This design comes from an exercise in tuning for small area on the open sky130 flow, not from production work.
Only simulation tests tie the RTL to the original design; equivalence was not proved.
Power and IR drop assume default switching activity.

// diagonal_buffer
module diagonal_buffer #(
	parameter int PIXEL_WIDTH = pixel_pkg::PIXEL_WIDTH,
	parameter int NARROW_WIDTH = pixel_pkg::NARROW_WIDTH,
	parameter int WIDE_WIDTH = pixel_pkg::WIDE_WIDTH,
	parameter int NARROW_LANES = diag_buffer_pkg::NARROW_LANES,
	parameter int WIDE_LANES = diag_buffer_pkg::WIDE_LANES,
	parameter int DEPTH = diag_buffer_pkg::DELAY_DEPTH
) (
	input logic clock,
	input logic rst,
	input logic enable,
	input logic signed [NARROW_LANES-1:0][NARROW_WIDTH-1:0] narrow_samples,
	input logic signed [WIDE_LANES-1:0][WIDE_WIDTH-1:0] wide_samples,
	output logic [NARROW_LANES+WIDE_LANES-1:0][PIXEL_WIDTH-1:0] pixels
);
	localparam int LANES = NARROW_LANES + WIDE_LANES;
	localparam int SPLIT = NARROW_LANES / 2;
	logic [NARROW_LANES-1:0][PIXEL_WIDTH-1:0] narrow_pix;
	logic [WIDE_LANES-1:0][PIXEL_WIDTH-1:0] wide_pix;
	logic [LANES-1:0][PIXEL_WIDTH-1:0] ordered;
	pixel_saturate #(
		.SAMPLE_WIDTH(NARROW_WIDTH),
		.PIXEL_WIDTH(PIXEL_WIDTH),
		.GROUP_LANES(NARROW_LANES)
	) narrow_sat (
		.clock(clock),
		.rst(rst),
		.samples(narrow_samples),
		.pixels_n(narrow_pix)
	);
	pixel_saturate #(
		.SAMPLE_WIDTH(WIDE_WIDTH),
		.PIXEL_WIDTH(PIXEL_WIDTH),
		.GROUP_LANES(WIDE_LANES)
	) wide_sat (
		.clock(clock),
		.rst(rst),
		.samples(wide_samples),
		.pixels_n(wide_pix)
	);
	for (genvar lane = 0; lane < LANES; lane++) begin : g_order
  ...
Size: about 2200 flip-flops, ~500 I/O pins, about 62000 um2 of cells after synthesis.
Settings: LEC_CHECK=0, CAP_MARGIN=20, CORE_MARGIN=2, CORE_UTILIZATION=50, PLACE_DENSITY=0.75, SLEW_MARGIN=20, SYNTH_HIERARCHICAL=1; clock period 4.0 ns.
standard.sh (not shown) runs the stock make flow with config.mk's settings and CLKGATE_MAP_FILE= SYNTH_SCRIPT=/design/flow/synth_recipe.tcl, a recipe that flattens the netlist after the stock synthesis.
==> flow/flow/run.sh <==
#!/bin/bash
# Standard layout, with the port buffers made from the smallest buffer cell
# and larger clock sink clusters.
set -euo pipefail
bash standard.sh \
  BUFFER_PORTS_ARGS="-buffer_cell sky130_fd_sc_hd__buf_1" \
  CTS_ARGS="-sink_clustering_enable -repair_clock_nets -sink_clustering_size 40 -sink_clustering_max_diameter 60 -dont_use_dummy_load" \
  finish > standard_flow.log 2>&1
Edit:
==> flow/flow/run.sh (replaced) <==
#!/bin/bash
# Standard layout, with the port buffers made from the smallest buffer cell
# and larger clock sink clusters.
set -euo pipefail
bash standard.sh \
  BUFFER_PORTS_ARGS="-buffer_cell sky130_fd_sc_hd__buf_1" \
  CTS_ARGS="-sink_clustering_enable -repair_clock_nets -sink_clustering_size 50 -sink_clustering_max_diameter 60 -dont_use_dummy_load" \
  finish > standard_flow.log 2>&1
- CORE_UTILIZATION: 50 -> 55
- PLACE_DENSITY: 0.75 -> default
=>
- sequential power barely changes
- total power went up by a few percent
- via count went down slightly
- wire length went down slightly
- design area went up slightly
- utilization went up by 6.1 points
- setup slack gets better by 0.095 ns
- area after synthesis stays the same

========
diagonal_buffer, a different RTL version from the one above (not shown whole).
Size in the first run: about 2,200 flip-flops, about 500 I/O pins, about 62,000 µm² of cells after synthesis.
export LEC_CHECK = 0
export CAP_MARGIN = 20
export CORE_MARGIN = 2
export CORE_UTILIZATION = 55
export PLACE_DENSITY = 0.8
export SLEW_MARGIN = 20
export SYNTH_HIERARCHICAL = 1
create_clock -name core_clock -period 4.0 [get_ports {clock}]
==> flow/flow/run.sh <==
#!/bin/bash
# Standard layout, with the port buffers made from the smallest buffer cell
# and larger clock sink clusters.
set -euo pipefail
bash standard.sh \
  BUFFER_PORTS_ARGS="-buffer_cell sky130_fd_sc_hd__buf_1" \
  CTS_ARGS="-sink_clustering_enable -repair_clock_nets -sink_clustering_size 36 -sink_clustering_max_diameter 72 -dont_use_dummy_load" \
  finish > standard_flow.log 2>&1
The baseline finished clean.
==> next run, changes <==
--- a/flow/flow/run.sh
+++ b/flow/flow/run.sh
@@ -7,0 +8 @@
+  RECOVER_POWER=100 \
- CORE_UTILIZATION: 55 -> 50
- PLACE_DENSITY: 0.8 -> 0.75
What happened: With this change the flow finished but failed the layout checks on capacitance limit, slew limit; via count goes down by about 0.7%; setup slack is worse by 0.60 ns; design area rises by about 0.3%; area after synthesis is unchanged; combinational power barely changes; non-clock buffer count does not change; die area came out higher by 9.9%; utilization went down by 5.2 points; wire length grows by 2.8%; cell count goes up by about 2.3%; total power is higher by 1.6%.
==> next run, changes <==
--- a/flow/flow/run.sh
+++ b/flow/flow/run.sh
@@ -8 +7,0 @@
-  RECOVER_POWER=100 \
This time the run went through all stages and came out clean.
Area after synthesis is unchanged.
Sequential power is about the same.
Routed wire length stays flat.
Combinational power stays flat.
Count of clock-buffer cells in the layout does not change.
Non-clock buffer count does not change.
Total power stays flat.

========
Setup of job 101:
The RTL this note starts from:
==> flow/design.v <==
`timescale 1ns/1ps
package pixel_pkg;
	localparam int PIXEL_WIDTH = 8;
	typedef logic [PIXEL_WIDTH-1:0] pixel_t;
	localparam pixel_t PIXEL_MIN = '0;    
	localparam pixel_t PIXEL_MAX = '1;    
	localparam int NARROW_WIDTH = PIXEL_WIDTH + 2;
	localparam int WIDE_WIDTH = PIXEL_WIDTH + 3;
	localparam int NARROW_SAMPLE_MIN = -(2 ** (NARROW_WIDTH - 1));
	localparam int NARROW_SAMPLE_MAX = (2 ** (NARROW_WIDTH - 1)) - 1;
	localparam int WIDE_SAMPLE_MIN = -(2 ** (WIDE_WIDTH - 1));
	localparam int WIDE_SAMPLE_MAX = (2 ** (WIDE_WIDTH - 1)) - 1;
endpackage
`timescale 1ns/1ps
package diag_buffer_pkg;
	localparam int NARROW_LANES = 18;    
	localparam int WIDE_LANES = 9;
	localparam int LANES = NARROW_LANES + WIDE_LANES;
	localparam int WIDE_FIRST_LANE = NARROW_LANES / 2;
	localparam int NARROW_HIGH_FIRST_LANE = WIDE_FIRST_LANE + WIDE_LANES;
	localparam int DELAY_DEPTH = 9;
	localparam int LATENCY = DELAY_DEPTH + 1;
endpackage
`timescale 1ns/1ps
module pixel_saturate #(
	parameter int SAMPLE_WIDTH = pixel_pkg::NARROW_WIDTH,
	parameter int PIXEL_WIDTH = pixel_pkg::PIXEL_WIDTH,
	parameter int GROUP_LANES = diag_buffer_pkg::WIDE_LANES
) (
	input logic clock,
	input logic rst,
	input logic signed [GROUP_LANES-1:0][SAMPLE_WIDTH-1:0] samples,
	output logic [GROUP_LANES-1:0][PIXEL_WIDTH-1:0] pixels_n    
);
	localparam int SIGN_BIT = SAMPLE_WIDTH - 1;
	if (SAMPLE_WIDTH < PIXEL_WIDTH + 2) begin : g_width_check
		$error("pixel_saturate: SAMPLE_WIDTH %0d too narrow for PIXEL_WIDTH %0d",
			SAMPLE_WIDTH, PIXEL_WIDTH);
	end
	logic [GROUP_LANES-1:0] negative;
	logic [GROUP_LANES-1:0] overflow;
	logic [GROUP_LANES-1:0][PIXEL_WIDTH-1:0] clamped;
	always_comb begin
		for (int lane = 0; lane < GROUP_LANES; lane++) begin
			negative[lane] = samples[lane][SIGN_BIT];
			overflow[lane] = |samples[lane][SIGN_BIT-1:PIXEL_WIDTH];
		end
	end
	always_comb begin
		for (int lane = 0; lane < GROUP_LANES; lane++) begin
			if (negative[lane]) begin
				clamped[lane] = '0;
			end else if (overflow[lane]) begin
				clamped[lane] = '1;    
			end else begin
				clamped[lane] = samples[lane][PIXEL_WIDTH-1:0];
			end
		end
	end
	always_ff @(posedge clock) begin
		if (rst) begin
			pixels_n <= '1;
		end else begin
			pixels_n <= ~clamped;
		end
	end
endmodule
`timescale 1ns/1ps
module diagonal_delay_line #(
	parameter int LANES = diag_buffer_pkg::LANES,
	parameter int DEPTH = diag_buffer_pkg::DELAY_DEPTH,
	parameter int PIXEL_WIDTH = pixel_pkg::PIXEL_WIDTH
) (
	input logic clock,
	input logic load_n,    
	input logic keep_n,    
	input logic [LANES-1:0][PIXEL_WIDTH-1:0] pixel_in_n,    
	output logic [LANES-1:0][PIXEL_WIDTH-1:0] pixel_out
);
	if (DEPTH < 1) begin : g_depth_check
		$error("diagonal_delay_line: DEPTH must be at least 1, got %0d", DEPTH);
	end
	if (LANES < 1) begin : g_lane_check
		$error("diagonal_delay_line: LANES must be at least 1, got %0d", LANES);
	end
	localparam int W = LANES * PIXEL_WIDTH;
	logic [DEPTH-1:0][W-1:0] stage;
	logic [DEPTH-1:0] pol;
	always_ff @(posedge clock) begin
		stage[0] <= ~((pixel_in_n | {W{load_n}}) & (stage[0] | {W{keep_n}}));
		for (int s = 1; s < DEPTH; s++) begin
			stage[s] <= ~((stage[s-1] | {W{load_n}}) & (stage[s] | {W{keep_n}}));
		end
	end
	always_ff @(posedge clock) begin
		pol[0] <= ~keep_n & ~pol[0];
		for (int s = 1; s < DEPTH; s++) begin
			pol[s] <= (~load_n & ~pol[s-1]) | (~keep_n & ~pol[s]);
		end
	end
	assign pixel_out = stage[DEPTH-1] ^ {W{pol[DEPTH-1]}};
endmodule
`timescale 1ns/1ps
module diagonal_buffer #(
	parameter int PIXEL_WIDTH = pixel_pkg::PIXEL_WIDTH,
	parameter int NARROW_WIDTH = pixel_pkg::NARROW_WIDTH,
	parameter int WIDE_WIDTH = pixel_pkg::WIDE_WIDTH,
	parameter int NARROW_LANES = diag_buffer_pkg::NARROW_LANES,
	parameter int WIDE_LANES = diag_buffer_pkg::WIDE_LANES,
	parameter int DEPTH = diag_buffer_pkg::DELAY_DEPTH
) (
	input logic clock,
	input logic rst,
	input logic enable,
	input logic signed [NARROW_LANES-1:0][NARROW_WIDTH-1:0] narrow_samples,
	input logic signed [WIDE_LANES-1:0][WIDE_WIDTH-1:0] wide_samples,
	output logic [NARROW_LANES+WIDE_LANES-1:0][PIXEL_WIDTH-1:0] pixels
);
	localparam int LANES = NARROW_LANES + WIDE_LANES;
	localparam int SPLIT = NARROW_LANES / 2;
	logic [NARROW_LANES-1:0][PIXEL_WIDTH-1:0] narrow_pix;
	logic [WIDE_LANES-1:0][PIXEL_WIDTH-1:0] wide_pix;
	logic [LANES-1:0][PIXEL_WIDTH-1:0] ordered;
	pixel_saturate #(
		.SAMPLE_WIDTH(NARROW_WIDTH),
		.PIXEL_WIDTH(PIXEL_WIDTH),
		.GROUP_LANES(NARROW_LANES)
	) narrow_sat (
		.clock(clock),
		.rst(rst),
		.samples(narrow_samples),
		.pixels_n(narrow_pix)
	);
	pixel_saturate #(
		.SAMPLE_WIDTH(WIDE_WIDTH),
		.PIXEL_WIDTH(PIXEL_WIDTH),
		.GROUP_LANES(WIDE_LANES)
	) wide_sat (
		.clock(clock),
		.rst(rst),
		.samples(wide_samples),
		.pixels_n(wide_pix)
	);
	for (genvar lane = 0; lane < LANES; lane++) begin : g_order
		if (lane < SPLIT) begin : g_narrow_low
			assign ordered[lane] = narrow_pix[lane];
		end else if (lane < SPLIT + WIDE_LANES) begin : g_wide
			assign ordered[lane] = wide_pix[lane - SPLIT];
		end else begin : g_narrow_high
			assign ordered[lane] = narrow_pix[lane - WIDE_LANES];    
		end
	end
	logic load_n;
	logic keep_n;
	assign load_n = ~enable | rst;
	assign keep_n = enable | rst;
	diagonal_delay_line #(
		.LANES(LANES),
		.DEPTH(DEPTH),
		.PIXEL_WIDTH(PIXEL_WIDTH)
	) delay (
		.clock(clock),
		.load_n(load_n),
		.keep_n(keep_n),
		.pixel_in_n(ordered),
		.pixel_out(pixels)
	);
endmodule
Settings: LEC_CHECK=0, CAP_MARGIN=20, CORE_MARGIN=2, CORE_UTILIZATION=40, SLEW_MARGIN=20, SYNTH_HIERARCHICAL=1; clock period 4.0 ns.
==> flow/flow/run.sh <==
#!/bin/bash
# Standard layout, with the port buffers made from the smallest buffer cell
# and larger clock sink clusters.
set -euo pipefail
bash standard.sh \
  BUFFER_PORTS_ARGS="-buffer_cell sky130_fd_sc_hd__buf_1" \
  CTS_ARGS="-sink_clustering_enable -repair_clock_nets -sink_clustering_size 36 -sink_clustering_max_diameter 64 -dont_use_dummy_load" \
  finish > standard_flow.log 2>&1
The inputs of job 102 differ from those of job 101 as listed below.
Settings: putting PLACE_DENSITY at 0.8 where nothing was set; swapping 40 for 50 in CORE_UTILIZATION.
==> flow/flow/run.sh <==
#!/bin/bash
# Standard layout, with the port buffers made from the smallest buffer cell
# and larger clock sink clusters.
set -euo pipefail
bash standard.sh \
  BUFFER_PORTS_ARGS="-buffer_cell sky130_fd_sc_hd__buf_1" \
  CTS_ARGS="-sink_clustering_enable -repair_clock_nets -sink_clustering_size 36 -sink_clustering_max_diameter 60 -dont_use_dummy_load" \
  finish > standard_flow.log 2>&1
Notes after the runs:
For the worst hold slack after final layout, job 102 came in 26 ps higher than job 101 did.
Between job 102 and job 101, the total stage count of the critical path is higher for job 102.
[job 102 vs job 101] detailed-routed wire length on met2: higher in job 102
Against job 101, area of the die in job 102 fell by more than 10%.
Growth of design area from synthesis to finish, job 102 and job 101, lower one = job 102.
NOTE: HPWL reported at the end of detailed placement in job 102 falls short of that of job 101
What job 103 does differently from job 102 at the input level:
Settings: swapping 50 for 40 in CORE_UTILIZATION; clearing PLACE_DENSITY, which used to be 0.8.
==> flow/flow/run.sh <==
#!/bin/bash
# Standard layout, with the port buffers made from the smallest buffer cell
# and larger clock sink clusters.
set -euo pipefail
bash standard.sh \
  BUFFER_PORTS_ARGS="-buffer_cell sky130_fd_sc_hd__buf_1" \
  CTS_ARGS="-sink_clustering_enable -repair_clock_nets -sink_clustering_size 30 -sink_clustering_max_diameter 60 -dont_use_dummy_load" \
  finish > standard_flow.log 2>&1
==> comparison <==
Summary — final instance area, job 103 relative to job 102: higher, by about 1.5%.
Diff job 102 -> job 103 | width of the chip | increase of about 12%
Relative contribution of combinational cells to total power in job 103 is 0.2 points below job 102.
Job 103 does better than job 102 on worst-case headroom to the max-slew limit.
Input-level comparison between job 104 and job 103:
Settings: a change of CORE_UTILIZATION from 40 to 50; an added PLACE_DENSITY of 0.75.
==> flow/flow/run.sh <==
#!/bin/bash
# Standard layout, with the port buffers made from the smallest buffer cell
# and larger clock sink clusters.
set -euo pipefail
bash standard.sh \
  BUFFER_PORTS_ARGS="-buffer_cell sky130_fd_sc_hd__buf_1" \
  CTS_ARGS="-sink_clustering_enable -repair_clock_nets -sink_clustering_size 36 -sink_clustering_max_diameter 72 -dont_use_dummy_load" \
  RECOVER_POWER=100 \
  finish > standard_flow.log 2>&1
--- outcome ---
- Job 104 vs job 103: via density per instance up by a little under 10%
- Job 104 vs job 103 — non-clock buffer count dropped by a few percent
- Maximum number of pins on one net before global-route repair: job 104 higher than job 103
- Job 104 finished all stages; however, its layout fails the closing checks, the failures being capacitance limit, slew limit.
- Job 103 reports its startpoint-to-endpoint class of the critical path as reg -> out while job 104 reports in -> reg.
- Job 104 reports a higher part of the power in combinational logic than job 103 does.
- | die area | job 104 vs job 103 | 20% lower |
- Post-route clock period utilization delta for job 104 relative to job 103: 6.8 points higher
- The highest-delay cell along the critical path comes out dfxtp_4 in one run and or2_0 in the other, namely in job 103 and job 104 respectively.
Edits applied to the flow inputs when going from job 104 to job 105:
Settings: CORE_UTILIZATION changed from 50 to 40; PLACE_DENSITY removed (was 0.75).
diff --git a/flow/flow/run.sh b/flow/flow/run.sh
--- a/flow/flow/run.sh
+++ b/flow/flow/run.sh
@@ -6,4 +6,3 @@
   BUFFER_PORTS_ARGS="-buffer_cell sky130_fd_sc_hd__buf_1" \
   CTS_ARGS="-sink_clustering_enable -repair_clock_nets -sink_clustering_size 36 -sink_clustering_max_diameter 72 -dont_use_dummy_load" \
-  RECOVER_POWER=100 \
   finish > standard_flow.log 2>&1
Per the final summary, job 105 finished and its layout is clean on timing, DRC and antenna. Job 105 ends up with a relative max-transition margin that is 110 points higher than in job 104. Cmp job 104 and job 105 / multi-input logic area / higher: job 105. NOTE cell count job 104->job 105 increased by a few percent. Compared with job 104, job 105 degrades total power.

==> re-timing with driven ports <==
How much do the figures lean on ideal ports? The routed layouts below were timed once more, with nothing changed but the port constraints.
Step 1 sets driving cells, clkbuf_16 on the clock port and buf_2 on the other inputs (assumed; they add their load-dependent delay and slew).
Step 2 moves the port delays by t, midway between the first and last clock arrival at a register: inputs arrive t later, outputs are due t later. That takes back most of the time a late clock gives input paths.
Slacks: no drivers / after step 1 / after step 2; pairs: no drivers / after step 1.
run	shift t [ns]	slack for setup (ns)	worst setup path after step 2	latest minus earliest clock arrival (ns)	worst register clock-pin slew, ns
the first run of note 1	0.747	0.478 / 0.404 / 1.150	register to output	0.121 / 0.121	0.12 / 0.12
the second run of note 1	0.788	0.573 / 0.495 / 1.284	register to output	0.061 / 0.061	0.11 / 0.11
the first run of note 2	0.714	0.972 / 0.907 / 0.999	input to register	0.098 / 0.098	0.12 / 0.12
the second run of note 2	0.732	0.367 / 0.308 / -0.324	input to register	0.138 / 0.137	0.12 / 0.12
the third run of note 2	0.733	0.586 / 0.515 / 1.247	register to output	0.143 / 0.143	0.12 / 0.12
job 101	0.780	0.598 / 0.528 / 1.036	input to register	0.110 / 0.111	0.12 / 0.12
job 102	0.744	0.852 / 0.787 / 1.139	input to register	0.119 / 0.119	0.12 / 0.12
job 103	0.781	0.580 / 0.510 / 1.083	input to register	0.089 / 0.089	0.11 / 0.11
job 104	0.748	0.310 / 0.290 / -0.392	input to register	0.105 / 0.105	0.12 / 0.12
job 105	0.752	0.585 / 0.515 / 1.107	input to register	0.101 / 0.100	0.12 / 0.12
For job 104, which loses most, drivers alone change the setup slack by -0.020 ns; drivers and shift together by -0.702 ns.
